Context: an optimization exercise on an open-source flow, tuned for small area, a short achievable clock period and few clock cycles per item. The choices shown serve that exercise and are no tape-out recipe. RTL that was checked went through simulation tests only; none was proved equivalent to the original. No functional check of the RTL was part of runs 5 and 6.

<file path="flow/flow/run.sh">
#!/bin/bash
# Standard ORFS layout (the standard.sh, standard synthesis) with a larger
# setup margin for timing repair; make's output goes to make_finish.log.
set -euo pipefail
bash standard.sh SETUP_SLACK_MARGIN=6 finish > make_finish.log 2>&1
</file>
<file path="flow/standard.sh">
#!/bin/bash
# synth_recipe.tcl (not shown) runs the flow's synth.tcl, then flattens the netlist and writes it again
# the make line also repeats each setting of config.mk as NAME=value (left out here)
make -C /OpenROAD-flow-scripts/flow DESIGN_CONFIG=/design/flow/config.mk WORK_HOME=/design/flow/orfs CLKGATE_MAP_FILE= SYNTH_SCRIPT=/design/flow/synth_recipe.tcl "${@:-finish}"
</file>
<file path="flow/config.mk">
export PLATFORM = sky130hd
export DESIGN_NAME = modular_exponentiation_top
export DESIGN_NICKNAME = modular_exponentiation_top
export VERILOG_FILES = /design/flow/design.v
export SDC_FILE = /design/flow/constraint.sdc
export NUM_CORES = 4
export LEC_CHECK = 0
export CAP_MARGIN = 0
export CORE_MARGIN = 2
export CORE_UTILIZATION = 40
export SLEW_MARGIN = 0
</file>
<file path="flow/constraint.sdc">
create_clock -name core_clock -period 10.0 [get_ports {clk_i}]
set_input_delay 2.0000 -clock core_clock [delete_from_list [all_inputs] [get_ports {clk_i}]]
set_output_delay 2.0000 -clock core_clock [all_outputs]
set_load 0.01 [all_outputs]
</file>
<file path="flow/design.v">
`default_nettype none
package modexp_pkg;
  localparam int unsigned ModW   = 31;
  localparam int unsigned FieldW = 63;
  localparam logic [ModW-1:0] ModulusReset = 31'd1000000007;
  localparam logic [3:0] StIdle = 4'd0;    
  localparam logic [3:0] StNorm = 4'd1;    
  localparam logic [3:0] StRed  = 4'd2;    
  localparam logic [3:0] StRedR = 4'd3;    
  localparam logic [3:0] StCpaB = 4'd4;    
  localparam logic [3:0] StScnW = 4'd5;    
  localparam logic [3:0] StMul  = 4'd6;    
  localparam logic [3:0] StMulR = 4'd7;    
  localparam logic [3:0] StCpaM = 4'd8;    
  localparam logic [3:0] StFin  = 4'd9;    
  localparam logic [3:0] StCor1 = 4'd10;   
  localparam logic [3:0] StCor2 = 4'd11;   
  localparam logic [3:0] StCpaF = 4'd12;   
  localparam logic [3:0] StAcc  = 4'd13;   
  localparam logic [3:0] StZero = 4'd14;   
  localparam logic [3:0] StOne  = 4'd15;   
  typedef logic [ModW-1:0] mod_t;
endpackage
`default_nettype wire
`default_nettype none
module modexp_mulser (
  input  wire  [7:0] est_i,
  input  wire  [2:0] mbin_i,
  output logic [7:0] t_o
);
  logic signed [7:0] est;
  logic signed [7:0] th [8];
  assign est = est_i;
  always_comb begin
    th[0] = (mbin_i == 3'd0) ? -8'sd30 : (mbin_i == 3'd1) ? -8'sd34 : (mbin_i == 3'd2) ? -8'sd37 : (mbin_i == 3'd3) ? -8'sd41 : (mbin_i == 3'd4) ? -8'sd44 : (mbin_i == 3'd5) ? -8'sd48 : (mbin_i == 3'd6) ? -8'sd51 : -8'sd55;
    th[1] = (mbin_i == 3'd0) ? -8'sd22 : (mbin_i == 3'd1) ? -8'sd24 : (mbin_i == 3'd2) ? -8'sd27 : (mbin_i == 3'd3) ? -8'sd29 : (mbin_i == 3'd4) ? -8'sd32 : (mbin_i == 3'd5) ? -8'sd34 : (mbin_i == 3'd6) ? -8'sd37 : -8'sd39;
    th[2] = (mbin_i == 3'd0) ? -8'sd13 : (mbin_i == 3'd1) ? -8'sd15 : (mbin_i == 3'd2) ? -8'sd16 : (mbin_i == 3'd3) ? -8'sd18 : (mbin_i == 3'd4) ? -8'sd19 : (mbin_i == 3'd5) ? -8'sd21 : (mbin_i == 3'd6) ? -8'sd22 : -8'sd24;
    th[3] = (mbin_i == 3'd0) ? -8'sd5 : (mbin_i == 3'd1) ? -8'sd5 : (mbin_i == 3'd2) ? -8'sd6 : (mbin_i == 3'd3) ? -8'sd6 : (mbin_i == 3'd4) ? -8'sd7 : (mbin_i == 3'd5) ? -8'sd7 : (mbin_i == 3'd6) ? -8'sd8 : -8'sd8;
    th[4] = (mbin_i == 3'd0) ? 8'sd4 : (mbin_i == 3'd1) ? 8'sd4 : (mbin_i == 3'd2) ? 8'sd5 : (mbin_i == 3'd3) ? 8'sd5 : (mbin_i == 3'd4) ? 8'sd6 : (mbin_i == 3'd5) ? 8'sd6 : (mbin_i == 3'd6) ? 8'sd7 : 8'sd7;
    th[5] = (mbin_i == 3'd0) ? 8'sd12 : (mbin_i == 3'd1) ? 8'sd14 : (mbin_i == 3'd2) ? 8'sd15 : (mbin_i == 3'd3) ? 8'sd17 : (mbin_i == 3'd4) ? 8'sd18 : (mbin_i == 3'd5) ? 8'sd20 : (mbin_i == 3'd6) ? 8'sd21 : 8'sd23;
    th[6] = (mbin_i == 3'd0) ? 8'sd21 : (mbin_i == 3'd1) ? 8'sd23 : (mbin_i == 3'd2) ? 8'sd26 : (mbin_i == 3'd3) ? 8'sd28 : (mbin_i == 3'd4) ? 8'sd31 : (mbin_i == 3'd5) ? 8'sd33 : (mbin_i == 3'd6) ? 8'sd36 : 8'sd38;
    th[7] = (mbin_i == 3'd0) ? 8'sd29 : (mbin_i == 3'd1) ? 8'sd33 : (mbin_i == 3'd2) ? 8'sd36 : (mbin_i == 3'd3) ? 8'sd40 : (mbin_i == 3'd4) ? 8'sd43 : (mbin_i == 3'd5) ? 8'sd47 : (mbin_i == 3'd6) ? 8'sd50 : 8'sd54;
  end
  for (genvar k = 0; k < 8; k++) begin : g_t
    assign t_o[k] = (est >= th[k]);
  end
endmodule
`default_nettype wire
`default_nettype none
module modular_exponentiation_top #(
  parameter int unsigned EXP_WIDTH = 64
) (
  input  wire          clk_i,
  input  wire          rst_ni,
  input  wire          s_axis_tvalid,
  output logic         s_axis_tready,
  input  wire  [127:0] s_axis_tdata,    
  output logic         m_axis_tvalid,
  input  wire          m_axis_tready,
  output logic [31:0]  m_axis_tdata,    
  input  wire          cfg_valid_i,
  output logic         cfg_ready_o,
  input  wire  [30:0]  cfg_data_i       
);
  localparam int unsigned EW = (EXP_WIDTH < modexp_pkg::FieldW) ? EXP_WIDTH : modexp_pkg::FieldW;
  logic [3:0]         st_q, st_d;
  modexp_pkg::mod_t   mod_q;
  logic [4:0]         sh_q;           
  logic [34:0]        s_q, c_q;       
  logic [31:0]        r_q, b_q;       
  logic [2:0]         dig_q;          
  logic [4:0]         k_q;            
  logic               mulb_q;         
  logic signed [6:0]  eidx_q;         
  logic               ebit_q;         
  logic               found_q;        
  logic               ezero_q;        
  logic signed [1:0]  qf_q;           
  logic               sub_q;          
  logic               ovld_q;
  logic               acc_q;
  logic               first_q;        
  logic [2:0]         mbin_q;         
  logic [63:0]        base;
  logic [63:0]        expo;
  assign base = {1'b0, s_axis_tdata[62:0]};
  assign expo = 64'(s_axis_tdata[modexp_pkg::FieldW +: EW]);
  assign cfg_ready_o   = 1'b1;
  assign s_axis_tready = acc_q;
  assign m_axis_tvalid = ovld_q;
  assign m_axis_tdata  = {1'b0, r_q[30:0]};
  logic        red;
  logic [7:0]  t_tab, t;
  logic [7:0]  est;
  logic [31:0] y;
  logic        b_one, b_two, b_neg;
  logic [34:0] ysx, ymag, xy;
  logic [34:0] s4, c4, s1, c1, s3, c3;
  logic [34:0] row;
  logic [32:0] mag, m3_q;         
  logic        q_1, q_2, q_3, q_4, q_p;
  logic [34:0] sum;
  logic [31:0] r_new;
  assign red     = (st_q == modexp_pkg::StRed) || (st_q == modexp_pkg::StRedR) ||
                   (st_q == modexp_pkg::StOne) || (st_q == modexp_pkg::StZero);
  assign est = s_q[34:27] + c_q[34:27];
  modexp_mulser u_qsel (
    .est_i (est),
    .mbin_i(mbin_q),
    .t_o   (t_tab)
  );
  always_comb begin
    if (first_q)                         t = 8'b0000_1111;
    else if (st_q != modexp_pkg::StCor2) t = t_tab;
    else if (qf_q == 2'sd1)              t = 8'b0001_1111;
    else if (qf_q == -2'sd1)             t = 8'b0000_0111;
    else                                 t = 8'b0000_1111;
  end
  always_comb begin
    q_1 = (t[4] & !t[5]) | (t[2] & !t[3]);
    q_2 = (t[5] & !t[6]) | (t[1] & !t[2]);
    q_3 = (t[6] & !t[7]) | (t[0] & !t[1]);
    q_4 = t[7] | !t[0];
    q_p = t[4];
  end
  assign y     = mulb_q ? b_q : r_q;
  assign b_one = !red && (dig_q[1] ^ dig_q[0]);
  assign b_two = !red && ((dig_q == 3'b100) || (dig_q == 3'b011));
  assign b_neg = !red && dig_q[2];
  assign ysx   = {{3{y[31]}}, y};
  assign ymag  = b_two ? {ysx[33:0], 1'b0} : (b_one ? ysx : '0);
  assign xy    = b_neg ? ~ymag : ymag;
  assign s4 = {(first_q ? 33'd0 : s_q[32:0]), 1'b0, b_neg};
  assign c4 = {(first_q ? 33'd0 : c_q[32:0]), (red ? dig_q[1:0] : 2'b00)};
  assign s1 = s4 ^ c4 ^ xy;
  assign c1 = {((s4 & c4) | (s4 & xy) | (c4 & xy)), q_p};
  assign mag = ({33{q_1}} & {2'b00, mod_q}) | ({33{q_2}} & {1'b0, mod_q, 1'b0}) |
               ({33{q_3}} & m3_q) | ({33{q_4}} & {mod_q, 2'b00});
  assign row = q_p ? ~{mag, 2'b00} : {mag, 2'b00};
  assign s3 = s1 ^ c1 ^ row;
  assign c3 = {((s1 & c1) | (s1 & row) | (c1 & row)), 1'b0};
  assign sum   = s_q + c_q;
  assign r_new = sum[33:2];
  logic step, cpa, cpa_b;
  assign step = (st_q == modexp_pkg::StRed)  || (st_q == modexp_pkg::StRedR) ||
                (st_q == modexp_pkg::StMul)  || (st_q == modexp_pkg::StMulR) ||
                (st_q == modexp_pkg::StCor1) || (st_q == modexp_pkg::StCor2) ||
                (st_q == modexp_pkg::StOne)  || (st_q == modexp_pkg::StZero);
  assign cpa   = (st_q == modexp_pkg::StCpaB) || (st_q == modexp_pkg::StCpaM) ||
                 ((st_q == modexp_pkg::StCpaF) && !(sub_q && sum[34]));
  assign cpa_b = (st_q == modexp_pkg::StCpaB);
  logic       scan_done, scan_last;
  logic [3:0] loop_st;
  assign scan_done = found_q || ezero_q;
  always_comb begin
    if (found_q) loop_st = eidx_q[6] ? modexp_pkg::StFin : modexp_pkg::StMul;
    else         loop_st = modexp_pkg::StOne;
  end
  always_comb begin
    st_d = st_q;
    case (st_q)
      modexp_pkg::StIdle: begin
        if (s_axis_tvalid && (!ovld_q || m_axis_tready)) begin
          if (mod_q[30:1] == '0)  st_d = modexp_pkg::StZero;
          else if (!mod_q[30])    st_d = modexp_pkg::StNorm;
          else                    st_d = modexp_pkg::StRed;
        end
      end
      modexp_pkg::StNorm: if (mod_q[29]) st_d = modexp_pkg::StRed;
      modexp_pkg::StRed:  if (k_q == 5'd0) st_d = modexp_pkg::StRedR;
      modexp_pkg::StRedR: st_d = modexp_pkg::StCpaB;
      modexp_pkg::StCpaB: st_d = scan_done ? loop_st : modexp_pkg::StScnW;
      modexp_pkg::StScnW: if (scan_done) st_d = loop_st;
      modexp_pkg::StMul:  if (k_q == 5'd0) st_d = modexp_pkg::StMulR;
      modexp_pkg::StMulR: st_d = modexp_pkg::StCpaM;
      modexp_pkg::StCpaM: begin
        if (!mulb_q && ebit_q)    st_d = modexp_pkg::StMul;
        else if (eidx_q == 7'sd0) st_d = modexp_pkg::StFin;
        else                      st_d = modexp_pkg::StMul;
      end
      modexp_pkg::StFin: begin
        if (r_q[31] || (sh_q != 5'd0)) st_d = modexp_pkg::StCor1;
        else                           st_d = modexp_pkg::StAcc;
      end
      modexp_pkg::StCor1: st_d = modexp_pkg::StCor2;
      modexp_pkg::StCor2: st_d = modexp_pkg::StCpaF;
      modexp_pkg::StCpaF: st_d = modexp_pkg::StFin;
      modexp_pkg::StAcc:  if (s_axis_tvalid) st_d = modexp_pkg::StIdle;
      modexp_pkg::StZero: st_d = modexp_pkg::StCpaF;
      modexp_pkg::StOne:  st_d = modexp_pkg::StCor2;
      default:            st_d = modexp_pkg::StIdle;
    endcase
  end
  always_ff @(posedge clk_i or negedge rst_ni) begin
    if (!rst_ni) begin
      st_q   <= modexp_pkg::StIdle;
      ovld_q <= 1'b0;
      acc_q  <= 1'b0;
      first_q <= 1'b1;
    end else begin
      first_q <= !step;
      st_q  <= st_d;
      acc_q <= (st_d == modexp_pkg::StAcc);
      if (m_axis_tvalid && m_axis_tready) ovld_q <= 1'b0;
      if (s_axis_tvalid && s_axis_tready) ovld_q <= 1'b1;
    end
  end
  always_ff @(posedge clk_i or negedge rst_ni) begin
    if (!rst_ni) begin
      mod_q <= modexp_pkg::ModulusReset;
    end else if (cfg_valid_i) begin
      mod_q <= cfg_data_i;
    end else if (st_q == modexp_pkg::StNorm && !mod_q[30]) begin
      mod_q <= {mod_q[29:0], 1'b0};
    end else if (st_q == modexp_pkg::StFin && !r_q[31] && sh_q != 5'd0) begin
      mod_q <= {1'b0, mod_q[30:1]};
    end
  end
  logic [2:0] rwin, bwin;
  logic [32:0] rext;
  assign rext = {r_q, 1'b0};
  always_comb begin
    rwin = 3'b000;
    for (int j = 0; j < 15; j++) begin
      if (k_q == 5'(j + 1)) rwin = rext[2*j+2 -: 3];
    end
    bwin = 3'b000;
    for (int j = 0; j < 31; j++) begin
      if (k_q == 5'(j + 1)) bwin = {1'b0, base[2*j+1 -: 2]};
    end
  end
  logic esel;
  assign esel = expo[eidx_q[5:0]];
  always_ff @(posedge clk_i) begin
    s_q <= s3;
    c_q <= c3;
    mbin_q <= mod_q[29:27];
    m3_q   <= {2'b00, mod_q} + {1'b0, mod_q, 1'b0};
    if (cpa)   r_q <= r_new;
    if (cpa_b) b_q <= r_new;
    case (st_q)
      modexp_pkg::StIdle: begin
        dig_q <= {2'b00, base[62] && (mod_q[30:1] != '0)};
        k_q   <= 5'd31;
      end
      modexp_pkg::StRed, modexp_pkg::StMul: begin
        dig_q <= (k_q == 5'd0) ? 3'b000 : ((st_q == modexp_pkg::StRed) ? bwin : rwin);
        k_q   <= k_q - 5'd1;
      end
      modexp_pkg::StCpaB, modexp_pkg::StCpaM: begin
        dig_q <= (st_q == modexp_pkg::StCpaB && scan_done && !found_q) ? 3'b001 : r_new[31:29];
        k_q   <= 5'd15;
      end
      modexp_pkg::StScnW: begin
        dig_q <= (scan_done && !found_q) ? 3'b001 : r_q[31:29];
        k_q   <= 5'd15;
      end
      modexp_pkg::StFin:  dig_q <= 3'b001;
      modexp_pkg::StNorm: ;
      default:            dig_q <= 3'b000;
    endcase
    if (st_q == modexp_pkg::StCpaM) mulb_q <= !mulb_q && ebit_q;
    else if (st_q == modexp_pkg::StCpaB || st_q == modexp_pkg::StScnW ||
             st_q == modexp_pkg::StFin) mulb_q <= 1'b0;
    ebit_q <= (st_q == modexp_pkg::StIdle) ? 1'b0 : esel;
    if (st_q == modexp_pkg::StIdle) begin
      eidx_q  <= 7'sd62;
      found_q <= 1'b0;
      ezero_q <= 1'b0;
    end else if (!scan_done) begin
      if (ebit_q)                 found_q <= 1'b1;
      else if (eidx_q == -7'sd1)  ezero_q <= 1'b1;
      else                        eidx_q  <= eidx_q - 7'sd1;
    end else if (st_q == modexp_pkg::StCpaM && !(!mulb_q && ebit_q)) begin
      eidx_q <= eidx_q - 7'sd1;
    end
    if (st_q == modexp_pkg::StIdle) sh_q <= 5'd0;
    else if (st_q == modexp_pkg::StNorm && !mod_q[30]) sh_q <= sh_q + 5'd1;
    else if (st_q == modexp_pkg::StFin && !r_q[31] && sh_q != 5'd0) sh_q <= sh_q - 5'd1;
    if (st_q == modexp_pkg::StFin) begin
      qf_q  <= r_q[31] ? -2'sd1 : 2'sd1;
      sub_q <= !r_q[31];
    end else if (st_q == modexp_pkg::StCpaB || st_q == modexp_pkg::StScnW ||
                 st_q == modexp_pkg::StIdle) begin
      qf_q  <= 2'sd0;
      sub_q <= 1'b0;
    end
  end
endmodule
`default_nettype wire
</file>
==> flow_summary.toml, run 1 <==
[run_status]
status = "no timing/DRC/antenna violations"

[timing]
fin_tns_setup_ps = 0
fmax_mhz = 238
setup_viol = 0
timing.final.crit_period_ps = 4200
final_max_slew_viol_count = 0
worstMarginPinSlew_ps = 1160
finalCritPeriodShare_pct = 42.0
skew_ps = 28.9
rsz0062_at_grt = "true"
relSlewSlack_pct = 22.5
hold_viol_final = 0

[yosys]
synth_area_um2 = 18000
yosysTopAreaCellShare_pct = 13.3
synth_common_cells = "a21oi_1, nor2_1, nand2_1"
ys_seq_area_share_pct = 31.4
synth.most_common_cell = "a21oi_1"
synth_largest_area_cell = "dfxtp_1"
synthArstFlopShare_pct = 16.2
ys_ff_latch = 234
ys.flop_type = "dfxtp_1"
synth_area_leaders = "dfxtp_1, edfxtp_1, ha_1"
syn-num-nets = 2289
avgSynthCellArea_um2 = 9.32
synth_cell_types = 94
synth_edf_count = 76
synthCells = 1935
yosysWarnings = 3

[setup_path]
crit_fanout = 8
critical_path_class = "reg2reg"
start_kind = "register"
cp-end-kind = "register"
path_cells = "ha_4 > fa_2 > buf_12 > xor2_4 > ha_4 > a21oi_2 > a21oi_2 > o31a_1 > or4_4 > o32ai_4 > buf_12 > buf_16 > a222oi_1 > a21boi_2 > xnor2_2 > fa_2"
required_ps = 10440
slowest_stage = "or4_4"
r2r_slack_ps = 5800
worstPathArrival_ps = 4640
cpPeakStageDelay_ps = 560

[clocking]
clockRootBuffer = "clkbuf_16"
clk_latency_ps = 570
clockBufferDepth = 3
ctsHoldBuffers = 0
cts_tree = "yes"
cts_max_level = 1
clkTransAtPathRegs_ps = 60
cts.sinks = 234
numCtsBuffers = 27

[detailed_routing]
drcViolationCount = 0
vias = 14800
wl_um = 50200
dr.pass1.iters = 6
ant_nets = 0
wl_per_cell_um = 18.7
drt_iter0_drc = 1207
viasPerCell = 5.54

[global_routing]
grt_pass1_vias = 14600
grt_overflow = 0
grt_max_degree = 65
grt_pass1_wl_um = 79800
grt_use_total_pct = 21.0
antenna_found_initial = 0

[floorplan]
coreArea_um2 = 44400
die_w_um = 216
io_pins = 199
start_util_pct = 40.6
die_h_um = 216
dieArea_um2 = 46800
rows = 77

[cells_and_area]
fin_nets = 2421
post-route-util_pct = 49.3
area_growth_pct = 21.5
antenna_cells_inserted = 0
drive_gt1_share_pct = 13.3
design_area_um2 = 21900

[placement]
dp_hpwl_um = 36700
portBuffers = 194
gp_congestion = 0.884
placed_area_um2 = 20100

[job]
maxCapViolCount = 0

[worst_hold_path]
hold_path_class = "reg2reg"
-- final cells by class --
| type | instances | area (um^2) |
|---|---|---|
| multi-input combinational | 1471 | 11900 |
| sequential | 234 | 5660 |
| tap | 592 | 741 |
| timing repair buffer | 245 | 2450 |
| clock buffer | 34 | 712 |
| inverter | 88 | 330 |
| fill | 4123 | 22500 |
| clock inverter | 16 | 168 |
-- worst paths after layout --
path / depth (start not counted) / from / end
worst max-delay path: 16 / c_q[27]$_DFF_P_ / s_q[5]$_DFF_P_
worst min-delay path: 0 / mod_q[0]$_DFFE_PN1P_ / m3_q[0]$_DFF_P_
worst max register to register: 16 / c_q[27]$_DFF_P_ / s_q[5]$_DFF_P_
worst min register to register: 0 / mod_q[0]$_DFFE_PN1P_ / m3_q[0]$_DFF_P_
max in group asynchronous: 1 / rst_ni / st_q[3]$_DFF_PN0_
min in group asynchronous: 1 / rst_ni / mod_q[8]$_DFFE_PN0P_
-- worst max-delay path, delay by kind of cell (launching register included) --
family | cells | cell delay (ps)
adders and majority gates | 4 | 1280
AOI/OAI and AO/OA | 6 | 900
xor gates and xnor gates | 2 | 560
and+or+nand+nor | 1 | 560
buffers and inverters | 3 | 430
DFF | 1 | 330
-- repair_timing --
action / 4_1_cts / 5_1_grt
endpoints found under the hold margin: 0 / 0
endpoints found under the setup margin: 67 / 67
cloned: 5 / 0
resized for setup: 59 / 47
pin swaps: 20 / 31
setup buffers: 24 / 9
-- flip-flops by register name (all words and copies together) (netlist names) --
signal,count
first_q,1
found_q,1
mbin_q,3
dig_q,3
ovld_q,1
ezero_q,1
acc_q,1
s_q,35
st_q,4
eidx_q,7
ebit_q,1
mod_q,31
b_q,32
r_q,32
m3_q,33
qf_q,2
c_q,34
sh_q,5
mulb_q,1
sub_q,1
k_q,5
-- kinds of logic (layout without fill, tap and decap cells) --
group | Yosys count | after routing | share of synthesized area, %
buffers and inverters | 233 | 383 | 6.04
other | 2 | 2 | 0.0416
multiplexers | 59 | 59 | 4.82
AO/OA/AOI/OAI | 543 | 546 | 20.4
XOR/XNOR | 145 | 145 | 7.08
AND/OR/NAND/NOR | 529 | 529 | 14.3
adder cells (fa/ha/maj) | 190 | 190 | 16.0
flip-flops | 234 | 234 | 31.4
-- per-layer routing --
layer  vias up  GRT usage [%]  share of wire (%)  wire length (um)
li1       7208              -                  -                 -
met1      7190           29.8                 47             23700
met2       393           34.8                 47             23400
met3        50           2.36                4.9              2440
met4         0           3.70                1.4               684
met5         -              0                  0                 0
-- cell usage in the layout, fill, tap and decap left out, drive strengths merged, types with 30 or more instances in the layout --
cell	instances
nand3	38
a22oi	35
mux2	33
nor2b	69
nor3	30
dfxtp	120
fa	68
clkbuf	35
a21boi	32
xnor2	120
edfxtp	76
a222oi	30
nor2	162
clkdlybuf4s50	192
a21oi	182
inv	88
nand2	127
buf	52
o21ai	86
ha	122
-- through the flow --
stage	setup WS, ps	std cells	hold WS, ps
2_1_floorplan	6020	1935	422
3_3_place_gp	4590	2592	471
3_5_place_dp	4560	2592	480
4_1_cts	5740	2671	490
5_1_grt	5660	2680	502
6_report	5800	2680	492
Testbench counts, summed over its fixed seeds: cycles 179,520, items 192.
==> inputs of run 2 (changes only) <==
==> flow/flow/run.sh (replaced) <==
#!/bin/bash
# Standard ORFS layout (the standard.sh, standard synthesis) with a larger
# setup margin for timing repair; make's output goes to make_finish.log.
set -euo pipefail
bash standard.sh SETUP_SLACK_MARGIN=7 finish > make_finish.log 2>&1
--- a/flow/config.mk
+++ b/flow/config.mk
@@ -5,7 +5,7 @@
 export SDC_FILE = /design/flow/constraint.sdc
 export NUM_CORES = 4
 export LEC_CHECK = 0
-export CAP_MARGIN = 0
+export CAP_MARGIN = 20
 export CORE_MARGIN = 2
 export CORE_UTILIZATION = 40
-export SLEW_MARGIN = 0
+export SLEW_MARGIN = 20
==> run 2 against run 1 <==
Net effect:
- worst setup slack worse by 80 ps
- synthesized cell count is the same
- utilization up 3.6 points
- critical path type unchanged
==> flow_summary.toml, run 2 <==
[timing]
timing.final.crit_period_ps = 4280
final_max_slew_viol_count = 0
setup_viol = 0
fmax_mhz = 234
hold_viol_final = 0
fin_tns_setup_ps = 0
finalCritPeriodShare_pct = 42.8
worstMarginPinSlew_ps = 884
fin_ws_ps = 5720
skew_ps = 26.2
rsz0062_at_grt = "true"
relSlewSlack_pct = 41.1

[job]
maxCapViolCount = 0

[yosys]
synthCells = 1935
ys_seq_area_share_pct = 31.4
synth.most_common_cell = "a21oi_1"
synth_largest_area_cell = "dfxtp_1"
avgSynthCellArea_um2 = 9.32
synth_common_cells = "a21oi_1, nor2_1, nand2_1"
synth_area_um2 = 18000
yosysWarnings = 3
synth_area_leaders = "dfxtp_1, edfxtp_1, ha_1"
synth_cell_types = 94
yosysTopAreaCellShare_pct = 13.3
syn-num-nets = 2289
ys_ff_latch = 234
synthArstFlopShare_pct = 16.2
synth_edf_count = 76
ys.flop_type = "dfxtp_1"

[setup_path]
cp_top_family = "adder cells"
worstPathArrival_ps = 4720
critical_path_class = "reg2reg"
cpPeakStageDelay_ps = 490
cp_num_buf_inv = 3
required_ps = 10440
r2r_cells = 17
start_kind = "register"
cp-end-kind = "register"
cp_num_cells = 17
slowest_stage = "fa_2"
path_cells = "ha_4 > fa_2 > xor2_4 > buf_4 > ha_4 > nor2b_1 > a221o_1 > a21o_1 > a21oi_2 > o2111ai_2 > o32ai_4 > buf_6 > buf_12 > a222oi_1 > a21boi_2 > xnor2_2 > fa_2"
crit_fanout = 17

[global_routing]
antenna_found_initial = 1
grt_pass1_vias = 15000
grt_overflow = 0
grt_max_degree = 65
grt_pass1_wl_um = 82200
grt_use_total_pct = 21.8

[placement]
pre_cts_ws_ps = 4990
placed_area_um2 = 20500
dp_hpwl_um = 36100
gp_congestion = 0.869
portBuffers = 194

[cells_and_area]
final_common_cell = "a21oi_1"
area_growth_pct = 30.2
fin_nets = 2519
top_regs = "s_q (35), c_q (34), m3_q (33)"
regMostFlops = "s_q"
antenna_cells_inserted = 0
final_cell_mix = "a21oi_1, nor2_1, nand2_1"
design_area_um2 = 23500
drive_gt1_share_pct = 28.6
largest_reg_flops = 35

[floorplan]
start_util_pct = 40.6
dieArea_um2 = 46800
coreArea_um2 = 44400
die_h_um = 216
io_pins = 199
rows = 77
die_w_um = 216

[worst_hold_path]
hold_depth = 2
hold_path_class = "reg2reg"

[clocking]
clkTransAtPathRegs_ps = 60
clockRootBuffer = "clkbuf_16"
cts_max_level = 1
clockBufferDepth = 3
clk_latency_ps = 560
cts.sinks = 234
cts_tree = "yes"
ctsHoldBuffers = 0
numCtsBuffers = 28

[detailed_routing]
vias = 15200
dr.pass1.iters = 7
wl_met2_um = 25200
top_layer = "met4"
drcViolationCount = 0
viasPerCell = 5.48
met1_length_um = 24800
drt_iter0_drc = 1152
wl_um = 53600
wl_per_cell_um = 19.3
dr_wl_met3_um = 2420
ant_nets = 0

[run_status]
status = "no timing/DRC/antenna violations"
run 2: worst paths after layout:
path / to / slack (ps) / from
max: s_q[4]$_DFF_P_ / 5720 / c_q[27]$_DFF_P_
min: ovld_q$_DFFE_PN0P_ / 480 / acc_q$_DFF_PN0_
max reg2reg: s_q[4]$_DFF_P_ / 5720 / c_q[27]$_DFF_P_
min reg2reg: ovld_q$_DFFE_PN0P_ / 480 / acc_q$_DFF_PN0_
max in group asynchronous: st_q[3]$_DFF_PN0_ / 7760 / rst_ni
min in group asynchronous: mod_q[10]$_DFFE_PN0P_ / 1570 / rst_ni
run 2: stage by stage:
step	util [%]	instances	hold WS (ps)
after floorplan	-	1935	422
after global placement	46.1	2593	470
after detailed placement	46.1	2593	480
after CTS	50.6	2728	494
after global routing	52.9	2778	509
final	52.9	2778	483
run 2: what timing repair did:
item                                    CTS  global route
setup buffers                            77            46
gates resized for setup                 484           136
pin swaps                                91            85
endpoints found under the setup margin  187           171
gates cloned                              7             4
run 2: kinds of logic after synthesis:
family          Yosys count  synth area share (%)
simple gates            529                  14.3
fa+ha+maj               190                  16.0
compound gates          543                  20.4
xor+xnor                145                  7.08
mux                      59                  4.82
buf+inv                 233                  6.04
other cells               2                0.0416
flops                   234                  31.4
run 2: layout make-up:
cell class,count,area [um^2]
clock buffers,39,742
multi-input cells,1471,12800
flip-flops and latches,234,5690
fillers,4021,20900
repair buffers,342,3110
inverters,88,344
clock inverters,12,70.1
well taps,592,741
run 2: routing by layer:
layer  vias to the layer above  track usage (%)
met5                         -                0
li1                       7405                -
met4                         0             5.66
met2                       392             35.5
met3                        57             2.43
met1                      7378             30.7
run 2: tightest hold or removal path: cells and delay by family, from the launching register on:
family | cells | cell delay, ps
flops | 1 | 340
simple gates | 2 | 100
==> inputs of run 3 (changes only) <==
==> flow/flow/run.sh (replaced) <==
#!/bin/bash
# Standard ORFS layout (the standard.sh, standard synthesis) with a larger
# setup margin for timing repair; make's output goes to make_finish.log.
set -euo pipefail
bash standard.sh SETUP_SLACK_MARGIN=5.5 finish > make_finish.log 2>&1
==> run 3 against run 2 <==
Net effect:
- utilization decreased by 4.2 points
- wire length shrank 8.6%
- sequential share of layout area up 2.0 points
- clock-buffer cell count increased by 4
- critical endpoint is now s_q[13]$_DFF_P_
- largest cell class unchanged
==> flow_summary.toml, run 3 <==
[worst_hold_path]
hold_path_class = "reg2reg"

[yosys]
synth_cell_types = 94
syn-num-nets = 2289
synthCells = 1935
ys_seq_area_share_pct = 31.4
synth_largest_area_cell = "dfxtp_1"
ys.flop_type = "dfxtp_1"
synth_area_leaders = "dfxtp_1, edfxtp_1, ha_1"
yosysTopAreaCellShare_pct = 13.3
avgSynthCellArea_um2 = 9.32
synthArstFlopShare_pct = 16.2
synth.most_common_cell = "a21oi_1"
synth_edf_count = 76
synth_common_cells = "a21oi_1, nor2_1, nand2_1"
yosys.area_share.simple_pct = 14.3
synth.mux.area_fraction_pct = 4.82
synth_area_um2 = 18000
synth-compound-area-share_pct = 20.4
synth_xor_area_share_pct = 7.08
synth-adder-area-share_pct = 16.0
ys_ff_latch = 234
yosysWarnings = 3
synth_top_family_by_area = "compound AO/OA/AOI/OAI gates"

[clocking]
cts_tree = "yes"
clkTransAtPathRegs_ps = 60
cts.sinks = 234
cts_max_level = 1
clk_latency_ps = 550
clockBufferDepth = 3
numCtsBuffers = 28
clockRootBuffer = "clkbuf_16"

[cells_and_area]
largest_reg_flops = 35
fin_cells = 2670
regMostFlops = "s_q"
post-route-util_pct = 48.7
antenna_cells_inserted = 0
final_cell_mix = "clkdlybuf4s50_1, a21oi_1, nor2_1"
top_regs = "s_q (35), c_q (34), m3_q (33)"
final_common_cell = "clkdlybuf4s50_1"
area_growth_pct = 19.9
fin_nets = 2410
drive_gt1_share_pct = 10.8

[detailed_routing]
wl_um = 49000
vias = 14600
drcViolationCount = 0
viasPerCell = 5.47
dr.pass1.iters = 6
drt_iter0_drc = 1158
ant_nets = 0
wl_per_cell_um = 18.4

[setup_path]
critical_path_class = "reg2reg"
crit_fanout = 8
start_kind = "register"
required_ps = 10430
cp-end-kind = "register"
worstPathArrival_ps = 4810
cpPeakStageDelay_ps = 560
cp_num_buf_inv = 2
path_cells = "ha_4 > fa_2 > buf_12 > xor2_4 > ha_1 > a21oi_1 > a21oi_1 > o31a_1 > or4_4 > o32ai_4 > clkbuf_16 > a222oi_1 > a21boi_2 > xnor2_2 > fa_1"
cp_top_family = "adder cells"
crit_top_cell = "a21oi_1"
slowest_stage = "or4_4"

[floorplan]
io_pins = 199
dieArea_um2 = 46800
die_w_um = 216
die_h_um = 216
start_util_pct = 40.6
coreArea_um2 = 44400
rows = 77

[global_routing]
grt_pass1_wl_um = 76800
grt_overflow = 0
antenna_found_initial = 0
grt_max_degree = 65
grt_use_total_pct = 20.1
grt_pass1_vias = 13900

[timing]
final_max_slew_viol_count = 0
skew_ps = 17.6
rsz0062_at_grt = "false"
fmax_mhz = 228
timing.final.crit_period_ps = 4380
finalCritPeriodShare_pct = 43.8
hold_viol_final = 0
setup_viol = 0
fin_tns_setup_ps = 0
relSlewSlack_pct = 29.8
worstMarginPinSlew_ps = 1050

[placement]
portBuffers = 194
dp_cells = 2590
gp_congestion = 0.884
dp_hpwl_um = 36200

[run_status]
status = "no timing/DRC/antenna violations"

[job]
maxCapViolCount = 0
## run 3: cell counts after synthesis
Identical to the previous run, type by type.
## run 3: layer usage
| metal | vias up | share of wire, % | global-route usage [%] | wire length [um] |
|---|---|---|---|---|
| met4 | 0 | 1.7 | 3.26 | 832 |
| met2 | 364 | 46 | 32.9 | 22600 |
| met3 | 57 | 4.2 | 2.11 | 2040 |
| li1 | 7191 | - | - | - |
| met1 | 7004 | 48 | 29.0 | 23500 |
| met5 | - | 0 | 0 | 0 |
## run 3: cell families after synthesis
| family | count (synthesis) |
|---|---|
| compound gates | 543 |
| flops | 234 |
| mux | 59 |
| buf+inv | 233 |
| other cells | 2 |
| xor+xnor | 145 |
| fa+ha+maj | 190 |
| simple gates | 529 |
## run 3: path summary, 6_finish.rpt
kind	depth (start not counted)	to	start	slack [ps]
max	15	s_q[13]$_DFF_P_	s_q[27]$_DFF_P_	5620
min	0	mbin_q[1]$_DFF_P_	mod_q[28]$_DFFE_PN1P_	480
max reg2reg	15	s_q[13]$_DFF_P_	s_q[27]$_DFF_P_	5620
min reg2reg	0	mbin_q[1]$_DFF_P_	mod_q[28]$_DFFE_PN1P_	480
max in group asynchronous	1	ovld_q$_DFFE_PN0P_	rst_ni	7830
min in group asynchronous	1	mod_q[5]$_DFFE_PN0P_	rst_ni	1590
## run 3: worst reg2reg max path, cell delays in order (launching register included)
cell	delay (ps)
dfxtp_1	330
ha_4	180
fa_2	440
buf_12	150
xor2_4	290
ha_1	300
a21oi_1	150
a21oi_1	110
o31a_1	300
or4_4	560
o32ai_4	250
clkbuf_16	250
a222oi_1	90
a21boi_2	190
xnor2_2	220
fa_1	460
## run 3: layout make-up
| cell class | count | area, um^2 |
|---|---|---|
| clock buffer | 43 | 842 |
| sequential | 234 | 5660 |
| timing repair buffer | 232 | 2330 |
| inverter | 88 | 330 |
| multi-input combinational | 1472 | 11700 |
| tap | 592 | 741 |
| fill | 4173 | 22800 |
| clock inverter | 9 | 61.3 |
## run 3: repair_timing
item | CTS | global route
pin swaps | 5 | 11
endpoints found under the setup margin | 65 | 56
hold buffers | 0 | 0
resized for setup | 21 | 20
buffers inserted | 4 | 19
gates cloned | 2 | 3
## run 3: metrics by stage
step | hold WS [ps] | setup WS [ps] | area, um^2
detailed placement | 482 | 4440 | 20100
global placement | 478 | 4460 | 20100
finish | 481 | 5620 | 21600
CTS | 487 | 5520 | 21300
floorplan | 422 | 5850 | 18000
global route | 496 | 5490 | 21600
==> inputs of run 4 (changes only) <==
==> flow/run.sh (new file) <==
#!/bin/bash
# synth_recipe.tcl (not shown) runs the flow's synth.tcl, then flattens the netlist and writes it again
# the make line also repeats each setting of config.mk as NAME=value (left out here)
make -C /OpenROAD-flow-scripts/flow DESIGN_CONFIG=/design/flow/config.mk WORK_HOME=/design/flow/orfs CLKGATE_MAP_FILE= SYNTH_SCRIPT=/design/flow/synth_recipe.tcl finish
--- a/flow/config.mk
+++ b/flow/config.mk
@@ -8,4 +8,5 @@
 export CAP_MARGIN = 20
 export CORE_MARGIN = 2
 export CORE_UTILIZATION = 40
+export SETUP_SLACK_MARGIN = 5
 export SLEW_MARGIN = 20
removed: flow/flow/run.sh
removed: flow/standard.sh
==> run 4 against run 3 <==
Net effect:
- still clean on timing, DRC and antenna
- utilization fell by 0.93 points
- wire length shrank 2.3%
- final cell count down 0.75%
- largest cell class unchanged
==> flow_summary.toml, run 4 <==
[run_status]
status = "no timing/DRC/antenna violations"

[yosys]
yosysTopAreaCellShare_pct = 13.3
synth_cell_types = 94
ys_seq_area_share_pct = 31.4
synth_xor_area_share_pct = 7.08
synth-adder-area-share_pct = 16.0
ys_ff_latch = 234
avgSynthCellArea_um2 = 9.32
synth.most_common_cell = "a21oi_1"
ys.flop_type = "dfxtp_1"
synth_edf_count = 76
yosysWarnings = 3
synth-compound-area-share_pct = 20.4
synth_area_leaders = "dfxtp_1, edfxtp_1, ha_1"
synthArstFlopShare_pct = 16.2
synth_common_cells = "a21oi_1, nor2_1, nand2_1"
synth_area_um2 = 18000
yosys.area_share.simple_pct = 14.3
synth_top_family_by_area = "compound AO/OA/AOI/OAI gates"
synth_largest_area_cell = "dfxtp_1"
syn-num-nets = 2289
synth.mux.area_fraction_pct = 4.82
synthCells = 1935

[timing]
relSlewSlack_pct = 29.1
hold_viol_final = 0
setup_viol = 0
finalCritPeriodShare_pct = 47.4
timing.final.crit_period_ps = 4740
holdWs_ps = 482
final_max_slew_viol_count = 0
fin_tns_setup_ps = 0
fmax_mhz = 211
worstMarginPinSlew_ps = 1060
skew_ps = 16.3
rsz0062_at_grt = "false"

[clocking]
cts.sinks = 234
clk_latency_ps = 550
cts_tree = "yes"
clkTransAtPathRegs_ps = 60
clockBufferDepth = 3
cts_max_level = 1
numCtsBuffers = 28
clockRootBuffer = "clkbuf_16"

[setup_path]
worstPathArrival_ps = 5170
path_cells = "ha_1 > fa_1 > nand3_1 > nand2_1 > xnor2_1 > inv_2 > ha_1 > nand2b_1 > a21oi_1 > o31a_1 > a41oi_1 > a311oi_4 > a21o_4 > a21boi_0 > xnor2_1 > fa_1"
cpPeakStageDelay_ps = 530
required_ps = 10430
start_kind = "register"
crit_fanout = 29
slowest_stage = "fa_1"
r2r_cells = 16
critical_path_class = "reg2reg"
cp-end-kind = "register"

[detailed_routing]
wl_per_cell_um = 18.1
drt_iter0_drc = 1177
ant_nets = 0
wl_um = 47900
vias = 14500
drcViolationCount = 0
viasPerCell = 5.47
dr.pass1.iters = 6

[global_routing]
antenna_found_initial = 0
grt_use_total_pct = 20.0
grt_pass1_wl_um = 76700
grtUsageMet1_pct = 29.0
grt_max_degree = 65
top_usage_layer = "met2"
grt_pass1_vias = 13900
grt_use_met3_pct = 2.13
grt_overflow = 0
grt_util_met2_pct = 32.8

[job]
maxCapViolCount = 0

[cells_and_area]
final_cell_mix = "clkdlybuf4s50_1, a21oi_1, nor2_1"
antenna_cells_inserted = 0
fin_nets = 2390
regMostFlops = "s_q"
largest_reg_flops = 35
final_common_cell = "clkdlybuf4s50_1"
top_regs = "s_q (35), c_q (34), m3_q (33)"
drive_gt1_share_pct = 9.14
multi_input_area_um2 = 11500
fill_cells = 4217
area_growth_pct = 17.6
final-seq-area_um2 = 5660

[floorplan]
rows = 77
start_util_pct = 40.6
die_w_um = 216
die_h_um = 216
coreArea_um2 = 44400
io_pins = 199
dieArea_um2 = 46800

[worst_hold_path]
hold_path_class = "reg2reg"
hold_depth = 0

[placement]
dp_hpwl_um = 36200
portBuffers = 194
gp_congestion = 0.884
==> run 4: layout make-up <==
type | instances | share of cell area, %
repair buffers | 214 | 9.99
clock buffers | 43 | 3.97
well taps | 592 | 3.49
flip-flops and latches | 234 | 26.7
clock inverters | 9 | 0.289
inverters | 88 | 1.56
multi-input cells | 1470 | 54.0
==> run 4: critical path: cells and delay by family (launching register included) <==
| kind | cells | cell delay (ps) |
|---|---|---|
| flip-flops | 1 | 320 |
| adder cells (fa/ha/maj) | 4 | 1650 |
| AND/OR/NAND/NOR | 3 | 330 |
| buffers and inverters | 1 | 160 |
| AO/OA/AOI/OAI | 6 | 1500 |
| XOR/XNOR | 2 | 650 |
==> run 4: repair_timing <==
item                       4_1_cts  5_1_grt
resized for setup                8        7
hold buffers                     0        0
setup buffers                    2        4
pin swaps                        3        2
setup endpoints to repair       63       62
gates cloned                     2        0
==> run 4: path summary, 6_finish.rpt <==
check / from / endpoint / slack [ps]
max: s_q[27]$_DFF_P_ / s_q[4]$_DFF_P_ / 5260
min in group asynchronous: rst_ni / mod_q[5]$_DFFE_PN0P_ / 1590
min: mod_q[28]$_DFFE_PN1P_ / mbin_q[1]$_DFF_P_ / 480
max in group asynchronous: rst_ni / ovld_q$_DFFE_PN0P_ / 7820
max reg2reg: s_q[27]$_DFF_P_ / s_q[4]$_DFF_P_ / 5260
min reg2reg: mod_q[28]$_DFFE_PN1P_ / mbin_q[1]$_DFF_P_ / 480
==> run 4: cells by family after synthesis <==
kind of cell / count (synthesis)
xor gates and xnor gates: 145
buffers and inverters: 233
AOI/OAI and AO/OA: 543
other: 2
muxes: 59
and+or+nand+nor: 529
DFF: 234
adders and majority gates: 190
==> run 4: metal layers <==
metal,wire length [um],vias to the layer above
met5,0,-
met1,23200,6926
met4,645,0
met2,22000,369
met3,2080,51
li1,-,7141
==> run 4: per-stage QoR <==
step	utilization [%]	setup WS [ps]	std cells	area [um^2]
final	47.8	5260	2650	21200
after global placement	45.3	4460	2590	20100
after CTS	47.6	4980	2646	21100
after detailed placement	45.3	4440	2590	20100
after floorplan	-	5850	1935	18000
after global routing	47.8	4990	2650	21200
==> inputs of run 5 (changes only) <==
--- a/flow/design.v
+++ b/flow/design.v
@@ -101,21 +101,16 @@
   logic        q_1, q_2, q_3, q_4, q_p;
   logic [34:0] sum;
   logic [31:0] r_new;
-  assign red     = (st_q == modexp_pkg::StRed) || (st_q == modexp_pkg::StRedR) ||
-                   (st_q == modexp_pkg::StOne) || (st_q == modexp_pkg::StZero);
+  logic       red_q, frc_q;
+  logic [7:0] tf_q;
+  assign red = red_q;
   assign est = s_q[34:27] + c_q[34:27];
   modexp_mulser u_qsel (
     .est_i (est),
     .mbin_i(mbin_q),
     .t_o   (t_tab)
   );
-  always_comb begin
-    if (first_q)                         t = 8'b0000_1111;
-    else if (st_q != modexp_pkg::StCor2) t = t_tab;
-    else if (qf_q == 2'sd1)              t = 8'b0001_1111;
-    else if (qf_q == -2'sd1)             t = 8'b0000_0111;
-    else                                 t = 8'b0000_1111;
-  end
+  assign t = frc_q ? tf_q : t_tab;
   always_comb begin
     q_1 = (t[4] & !t[5]) | (t[2] & !t[3]);
     q_2 = (t[5] & !t[6]) | (t[1] & !t[2]);
@@ -197,8 +192,17 @@
       ovld_q <= 1'b0;
       acc_q  <= 1'b0;
       first_q <= 1'b1;
+      red_q   <= 1'b0;
+      frc_q   <= 1'b1;
+      tf_q    <= 8'b0000_1111;
     end else begin
       first_q <= !step;
+      red_q   <= (st_d == modexp_pkg::StRed) || (st_d == modexp_pkg::StRedR) ||
+                 (st_d == modexp_pkg::StOne) || (st_d == modexp_pkg::StZero);
+      frc_q   <= !step || (st_d == modexp_pkg::StCor2);
+      if (step && qf_q == 2'sd1)       tf_q <= 8'b0001_1111;
+      else if (step && qf_q == -2'sd1) tf_q <= 8'b0000_0111;
+      else                             tf_q <= 8'b0000_1111;
       st_q  <= st_d;
       acc_q <= (st_d == modexp_pkg::StAcc);
       if (m_axis_tvalid && m_axis_tready) ovld_q <= 1'b0;
==> flow/flow/run.sh (new file) <==
#!/bin/bash
# Standard ORFS layout (the standard.sh, standard synthesis) with a larger
# setup margin for timing repair; make's output goes to make_finish.log.
set -euo pipefail
bash standard.sh SETUP_SLACK_MARGIN=6 finish > make_finish.log 2>&1
==> flow/standard.sh (new file) <==
#!/bin/bash
# synth_recipe.tcl (not shown) runs the flow's synth.tcl, then flattens the netlist and writes it again
# the make line also repeats each setting of config.mk as NAME=value (left out here)
make -C /OpenROAD-flow-scripts/flow DESIGN_CONFIG=/design/flow/config.mk WORK_HOME=/design/flow/orfs CLKGATE_MAP_FILE= SYNTH_SCRIPT=/design/flow/synth_recipe.tcl "${@:-finish}"
--- a/flow/config.mk
+++ b/flow/config.mk
@@ -8,5 +8,4 @@
 export CAP_MARGIN = 20
 export CORE_MARGIN = 2
 export CORE_UTILIZATION = 40
-export SETUP_SLACK_MARGIN = 5
 export SLEW_MARGIN = 20
removed: flow/run.sh
==> run 5 against run 4 <==
Net effect:
- register-to-register slack improved by 440 ps
- non-clock buffer count rose by 65
- sequential cell count increased by 4
- still clean on timing, DRC and antenna
- design area rose by 15%
- global-route usage is 1.9 points higher
- final cell count rose by 10%
- largest cell class unchanged
- first-iteration DRC count increased by 4.0%
- synthesized cell count rose by 12%
- worst hold slack got worse by 24 ps
- clock skew grew 17 ps
- synthesized area is 7.6% higher
- critical path type unchanged
==> flow_summary.toml, run 5 <==
[floorplan]
die_w_um = 224
die_h_um = 224
io_pins = 199
rows = 80
coreArea_um2 = 47800
dieArea_um2 = 50300
start_util_pct = 40.6

[setup_path]
cp-startpoint = "c_q[28]$_DFF_P_"
r2r_start = "c_q[28]$_DFF_P_"
required_ps = 10460
crit_fanout = 7
critical_path_class = "reg2reg"
cp-end-kind = "register"
worstPathArrival_ps = 4760
start_kind = "register"

[cells_and_area]
area_growth_pct = 25.6
top_regs = "s_q (35), c_q (34), m3_q (33)"
final_common_cell = "nand2_1"
final_cell_mix = "nand2_1, clkdlybuf4s50_1, nor2_1"
fin_nets = 2642
regMostFlops = "s_q"
drive_gt1_share_pct = 16.7
fill_cells = 4392
fin_cells = 2924
largest_reg_flops = 35
antenna_cells_inserted = 0

[detailed_routing]
dr.pass1.iters = 5
ant_nets = 0
drt_iter0_drc = 1224
wl_um = 57600
wl_per_cell_um = 19.7
drcViolationCount = 0
vias = 16900
viasPerCell = 5.77

[clocking]
clkTransAtPathRegs_ps = 60
cts.sinks = 238
clockBufferDepth = 3
cts_max_level = 1
clk_latency_ps = 580
cts_tree = "yes"
numCtsBuffers = 28
clockRootBuffer = "clkbuf_16"

[yosys]
yosysWarnings = 3
ys_seq_area_share_pct = 29.7
synth_largest_area_cell = "dfxtp_1"
avgSynthCellArea_um2 = 8.98
synth_area_leaders = "dfxtp_1, edfxtp_1, ha_1"
ys.flop_type = "dfxtp_1"
syn-num-nets = 2515
synth.most_common_cell = "nand2_1"
synth_cell_types = 87
yosysTopAreaCellShare_pct = 12.4
synth_common_cells = "nand2_1, o21ai_0, nor2_1"
synth_edf_count = 76
ys_ff_latch = 238
synthArstFlopShare_pct = 17.6
synthCells = 2160
synth_area_um2 = 19400

[timing]
relSlewSlack_pct = 27.4
setup_viol = 0
fmax_mhz = 233
skew_ps = 33.7
rsz0062_at_grt = "true"
fin_tns_setup_ps = 0
finalCritPeriodShare_pct = 43.0
final_max_slew_viol_count = 0
timing.final.crit_period_ps = 4300
worstMarginPinSlew_ps = 1080
hold_viol_final = 0

[placement]
dp_hpwl_um = 39300
gp_congestion = 0.899
portBuffers = 194
dp_cells = 2805

[worst_hold_path]
hold_path_class = "reg2reg"
hp-start = "qf_q[1]$_SDFFCE_PN0P_"

[global_routing]
grt_pass1_vias = 16600
grt_pass1_wl_um = 89400
grt_max_degree = 65
grt_use_total_pct = 21.9
antenna_found_initial = 0
grt_overflow = 0

[run_status]
status = "no timing/DRC/antenna violations"

[job]
maxCapViolCount = 0
## run 5: layer usage
layer	track usage [%]	vias to the layer above	routed length [um]
met5	0	-	0
met4	7.33	0	2350
met3	3.02	143	3490
met2	35.7	615	26200
met1	29.9	8085	25600
li1	-	8040	-
## run 5: kinds of logic after synthesis
logic type / Yosys count / synth area share, %
and+or+nand+nor: 650 / 16.1
AOI/OAI and AO/OA: 611 / 22.3
buffers and inverters: 274 / 6.09
DFF: 238 / 29.7
adders and majority gates: 191 / 14.9
xor gates and xnor gates: 106 / 4.78
muxes: 88 / 6.04
other: 2 / 0.0387
## run 5: worst paths after layout
check                                        to  slack [ps]  cells past startpoint
max                              s_q[3]$_DFF_P_        5700                     16
min                           tf_q[3]$_DFF_PN1_         460                      1
max reg2reg                      s_q[3]$_DFF_P_        5700                     16
min reg2reg                   tf_q[3]$_DFF_PN1_         460                      1
max in group asynchronous    ovld_q$_DFFE_PN0P_        8010                      2
min in group asynchronous  mod_q[7]$_DFFE_PN0P_        1510                      2
## run 5: stage by stage
step	util [%]	cell area [um^2]	hold slack, ps	setup slack [ps]
2_1_floorplan	-	19400	402	6040
3_3_place_gp	45.0	21500	428	4960
3_5_place_dp	45.0	21500	441	4960
4_1_cts	49.2	23500	460	5800
5_1_grt	50.9	24400	475	5620
6_report	50.9	24400	458	5700
## run 5: timing repair
| action | CTS | global route |
|---|---|---|
| setup buffers | 31 | 21 |
| gates resized for setup | 116 | 115 |
| setup endpoints to repair | 67 | 98 |
| hold buffers | 0 | 0 |
| pin swaps | 73 | 81 |
| cloned | 10 | 5 |
| hold endpoints to repair | 0 | 0 |
## run 5: worst max-delay path, cell delays in order, from the launching register on
cell,delay (ps)
dfxtp_4,350
ha_4,230
a21o_1,180
a21o_4,220
a211o_1,310
a211oi_4,350
ha_1,340
nand3_2,120
nor2_4,50
o311ai_4,320
a221oi_4,70
buf_12,170
buf_6,160
a21o_4,230
a222oi_1,480
mux2i_4,170
fa_1,440
## run 5: final cells by class
class | count | area (um^2) | share of cell area [%]
Clock buffer | 36 | 818 | 3.36
Multi-Input combinational cell | 1653 | 13600 | 56.0
Inverter | 87 | 343 | 1.41
Clock inverter | 16 | 138 | 0.565
Sequential cell | 238 | 5770 | 23.7
Timing Repair Buffer | 279 | 2890 | 11.8
Tap cell | 615 | 769 | 3.16
==> inputs of run 6 (changes only) <==
--- a/flow/design.v
+++ b/flow/design.v
@@ -97,25 +97,35 @@
   logic [34:0] ysx, ymag, xy;
   logic [34:0] s4, c4, s1, c1, s3, c3;
   logic [34:0] row;
-  logic [32:0] mag, m3_q;         
-  logic        q_1, q_2, q_3, q_4, q_p;
+  logic [32:0] m3_q;              
+  logic [34:0] m1, m2, m3, m4;
+  logic        qp1, qp2, qp3, qp4, qn1, qn2, qn3, qn4, q_p;
   logic [34:0] sum;
   logic [31:0] r_new;
-  logic       red_q, frc_q;
-  logic [7:0] tf_q;
-  assign red = red_q;
+  assign red     = (st_q == modexp_pkg::StRed) || (st_q == modexp_pkg::StRedR) ||
+                   (st_q == modexp_pkg::StOne) || (st_q == modexp_pkg::StZero);
   assign est = s_q[34:27] + c_q[34:27];
   modexp_mulser u_qsel (
     .est_i (est),
     .mbin_i(mbin_q),
     .t_o   (t_tab)
   );
-  assign t = frc_q ? tf_q : t_tab;
-  always_comb begin
-    q_1 = (t[4] & !t[5]) | (t[2] & !t[3]);
-    q_2 = (t[5] & !t[6]) | (t[1] & !t[2]);
-    q_3 = (t[6] & !t[7]) | (t[0] & !t[1]);
-    q_4 = t[7] | !t[0];
+  always_comb begin
+    if (first_q)                         t = 8'b0000_1111;
+    else if (st_q != modexp_pkg::StCor2) t = t_tab;
+    else if (qf_q == 2'sd1)              t = 8'b0001_1111;
+    else if (qf_q == -2'sd1)             t = 8'b0000_0111;
+    else                                 t = 8'b0000_1111;
+  end
+  always_comb begin
+    qp1 = t[4] & !t[5];
+    qp2 = t[5] & !t[6];
+    qp3 = t[6] & !t[7];
+    qp4 = t[7];
+    qn1 = t[2] & !t[3];
+    qn2 = t[1] & !t[2];
+    qn3 = t[0] & !t[1];
+    qn4 = !t[0];
     q_p = t[4];
   end
   assign y     = mulb_q ? b_q : r_q;
@@ -129,9 +139,12 @@
   assign c4 = {(first_q ? 33'd0 : c_q[32:0]), (red ? dig_q[1:0] : 2'b00)};
   assign s1 = s4 ^ c4 ^ xy;
   assign c1 = {((s4 & c4) | (s4 & xy) | (c4 & xy)), q_p};
-  assign mag = ({33{q_1}} & {2'b00, mod_q}) | ({33{q_2}} & {1'b0, mod_q, 1'b0}) |
-               ({33{q_3}} & m3_q) | ({33{q_4}} & {mod_q, 2'b00});
-  assign row = q_p ? ~{mag, 2'b00} : {mag, 2'b00};
+  assign m1  = {2'b00, mod_q, 2'b00};
+  assign m2  = {1'b0, mod_q, 3'b000};
+  assign m3  = {m3_q, 2'b00};
+  assign m4  = {mod_q, 4'b0000};
+  assign row = ({35{qp1}} & ~m1) | ({35{qp2}} & ~m2) | ({35{qp3}} & ~m3) | ({35{qp4}} & ~m4) |
+               ({35{qn1}} &  m1) | ({35{qn2}} &  m2) | ({35{qn3}} &  m3) | ({35{qn4}} &  m4);
   assign s3 = s1 ^ c1 ^ row;
   assign c3 = {((s1 & c1) | (s1 & row) | (c1 & row)), 1'b0};
   assign sum   = s_q + c_q;
@@ -192,17 +205,8 @@
       ovld_q <= 1'b0;
       acc_q  <= 1'b0;
       first_q <= 1'b1;
-      red_q   <= 1'b0;
-      frc_q   <= 1'b1;
-      tf_q    <= 8'b0000_1111;
     end else begin
       first_q <= !step;
-      red_q   <= (st_d == modexp_pkg::StRed) || (st_d == modexp_pkg::StRedR) ||
-                 (st_d == modexp_pkg::StOne) || (st_d == modexp_pkg::StZero);
-      frc_q   <= !step || (st_d == modexp_pkg::StCor2);
-      if (step && qf_q == 2'sd1)       tf_q <= 8'b0001_1111;
-      else if (step && qf_q == -2'sd1) tf_q <= 8'b0000_0111;
-      else                             tf_q <= 8'b0000_1111;
       st_q  <= st_d;
       acc_q <= (st_d == modexp_pkg::StAcc);
       if (m_axis_tvalid && m_axis_tready) ovld_q <= 1'b0;
==> run 6 against run 5 <==
Net effect:
- final cell count fell by 3.1%
- still clean
- synthesized cell count shrank 3.7%
- via count is 3.0% lower
- register-to-register slack better by 110 ps
- first-iteration DRC count increased by 5.3%
- die area decreased by 1.4%
- worst setup slack better by 110 ps
- design area is 4.7% lower
- non-clock buffer count is 21 lower
- highest routed layer unchanged
==> flow_summary.toml, run 6 <==
[global_routing]
grt_max_degree = 69
grt_pass1_wl_um = 90600
grt_overflow = 0
grt_use_met3_pct = 2.68
grt_pass1_vias = 16100
grtUsageMet1_pct = 31.5
antenna_found_initial = 0
top_usage_layer = "met2"
grt_util_met2_pct = 37.1
grt_use_total_pct = 22.8

[timing]
relSlewSlack_pct = 34.9
final_max_slew_viol_count = 0
skew_ps = 25.3
fmax_mhz = 239
rsz0062_at_grt = "true"
fin_tns_setup_ps = 0
finalCritPeriodShare_pct = 41.9
setup_viol = 0
timing.final.crit_period_ps = 4190
worstMarginPinSlew_ps = 977
hold_viol_final = 0

[yosys]
synthCells = 2081
synth_area_leaders = "dfxtp_1, edfxtp_1, ha_1"
avgSynthCellArea_um2 = 9.20
synth_edf_count = 76
ys_ff_latch = 234
synth_cell_types = 94
syn-num-nets = 2436
synth_largest_area_cell = "dfxtp_1"
synth_common_cells = "nor2_1, a21oi_1, nand2_1"
ys.flop_type = "dfxtp_1"
ys_seq_area_share_pct = 29.6
synthArstFlopShare_pct = 16.2
synth.most_common_cell = "nor2_1"
yosysTopAreaCellShare_pct = 12.6
yosysWarnings = 3
synth_area_um2 = 19100

[setup_path]
crit_fanout = 8
start_kind = "register"
cp-end-kind = "register"
cp-startpoint = "c_q[27]$_DFF_P_"
required_ps = 10500
critical_path_class = "reg2reg"
worstPathArrival_ps = 4690
r2r_start = "c_q[27]$_DFF_P_"

[clocking]
clockRootBuffer = "clkbuf_16"
cts.sinks = 234
cts_max_level = 1
clk_latency_ps = 570
clkTransAtPathRegs_ps = 60
cts_tree = "yes"
numCtsBuffers = 27
clockBufferDepth = 3

[job]
maxCapViolCount = 0

[floorplan]
start_util_pct = 40.3
dieArea_um2 = 49600
die_w_um = 223
die_h_um = 223
coreArea_um2 = 47400
rows = 80
io_pins = 199

[cells_and_area]
top_regs = "s_q (35), c_q (34), m3_q (33)"
largest_reg_flops = 35
regMostFlops = "s_q"
final_cell_mix = "clkdlybuf4s50_1, nor2_1, nand2_1"
area_growth_pct = 21.3
drive_gt1_share_pct = 13.3
fin_cells = 2832
antenna_cells_inserted = 0
fill_cells = 4413
fin_nets = 2551
final_common_cell = "clkdlybuf4s50_1"

[detailed_routing]
viasPerCell = 5.78
vias = 16400
dr.pass1.iters = 5
wl_per_cell_um = 20.5
drt_iter0_drc = 1289
wl_um = 57900
ant_nets = 0
drcViolationCount = 0

[worst_hold_path]
hold_path_class = "reg2reg"
hp-start = "mod_q[27]$_DFFE_PN1P_"

[run_status]
status = "no timing/DRC/antenna violations"

[placement]
dp_hpwl_um = 40800
portBuffers = 194
dp_cells = 2737
gp_congestion = 0.898
run 6: changes by cell type after synthesis, moves of 26 or more:
cell / before / now
a2111o_1: 0 / 29
a21o_1: 34 / 60
a41oi_1: 30 / 1
and3_1: 41 / 13
nand2_1: 222 / 131
nand3_1: 35 / 63
nor2_1: 133 / 159
o211ai_1: 45 / 10
o21ai_0: 138 / 100
o221ai_1: 5 / 34
run 6: per-stage QoR:
stage / cell area, um^2 / setup WS, ps / utilization [%] / hold WS, ps
CTS: 22900 / 5860 / 48.4 / 507
global placement: 21200 / 4980 / 44.7 / 480
finish: 23200 / 5810 / 48.9 / 504
floorplan: 19100 / 6040 / - / 413
global route: 23200 / 5760 / 48.9 / 523
detailed placement: 21200 / 4810 / 44.7 / 479
run 6: metal layers:
metal | wire length [um] | share of wire, %
met5 | 0 | 0
met4 | 1870 | 3.2
met3 | 3370 | 5.8
met2 | 26700 | 46
met1 | 26000 | 45
run 6: final cells by class:
type	instances	area [um^2]	area share, %
clock buffer	31	711	3.06
clock inverter	19	139	0.598
inverter	92	345	1.49
multi-input combinational	1583	13000	56.0
sequential	234	5660	24.4
tap	615	769	3.31
timing repair buffer	258	2600	11.2
run 6: worst paths after layout:
check	cells after the start	endpoint	slack (ps)
max reg2reg	15	s_q[28]$_DFF_P_	5810
min reg2reg	0	mbin_q[0]$_DFF_P_	500
min	0	mbin_q[0]$_DFF_P_	500
max in group asynchronous	1	st_q[0]$_DFF_PN0_	7770
min in group asynchronous	1	mod_q[10]$_DFFE_PN0P_	1590
max	15	s_q[28]$_DFF_P_	5810
run 6: repair_timing:
| action | CTS | global route |
|---|---|---|
| setup buffers | 27 | 8 |
| cloned | 9 | 1 |
| resized for setup | 92 | 41 |
| hold buffers | 0 | 0 |
| pin swaps | 42 | 17 |
| setup endpoints to repair | 96 | 100 |
run 6: cells by family after synthesis:
group | after synthesis | share of synthesized area [%]
compound gates | 575 | 21.0
simple gates | 582 | 15.0
fa+ha+maj | 191 | 15.2
other cells | 2 | 0.0392
xor+xnor | 104 | 4.76
mux | 122 | 7.94
flops | 234 | 29.6
buf+inv | 271 | 6.43
run 6: worst max-delay path, stage by stage, from the launching register on:
cell      delay (ps)
dfxtp_4          360
ha_4             160
fa_2             400
buf_6            150
a21o_1           180
a21oi_4          220
xnor2_4          230
ha_1             310
o21a_1           180
a211o_4          420
nand4b_4         230
buf_4            150
o221ai_2          80
a21o_1           160
a2111o_1         330
fa_2             540

==> afterwards: timing with drivers on the ports <==
In the flow no input, the clock included, has a driving cell. The finished layouts below were timed again as built, in two steps. Step 1, drivers: a clkbuf_16 drives clk_i and a buf_2 each remaining input, both assumed. Step 2 adds t to the input delays and takes it off the output delays; t is the mean of the earliest and latest rising clock arrival at the registers after step 1. Input paths then give back, and output paths get back, about the clock's delay inside the block. Slacks: no drivers / after step 1 / after step 2; pairs: no drivers / after step 1.
| run | shift t [ns] | setup WS [ns] | hold slack, ns | latest minus earliest clock arrival (ns) | worst slew at a driven data input, ns |
|---|---|---|---|---|---|
| run 1 | 0.609 | 5.798 / 5.798 / 5.579 | 0.492 / 0.492 / 0.492 | 0.029 / 0.029 | 0.06 |
| run 2 | 0.601 | 5.718 / 5.718 / 5.718 | 0.483 / 0.483 / 0.483 | 0.026 / 0.026 | 0.06 |
| run 3 | 0.594 | 5.622 / 5.622 / 5.559 | 0.481 / 0.481 / 0.481 | 0.018 / 0.018 | 0.06 |
| run 4 | 0.593 | 5.265 / 5.265 / 5.265 | 0.482 / 0.482 / 0.482 | 0.021 / 0.020 | 0.06 |
| run 5 | 0.616 | 5.702 / 5.702 / 5.586 | 0.458 / 0.458 / 0.458 | 0.033 / 0.034 | 0.05 |
| run 6 | 0.616 | 5.809 / 5.809 / 5.494 | 0.504 / 0.504 / 0.504 | 0.026 / 0.026 | 0.07 |
After both steps every run listed still meets setup and hold. For run 6, which loses most, drivers alone change the setup slack by 0.000 ns; drivers and shift together by -0.315 ns.
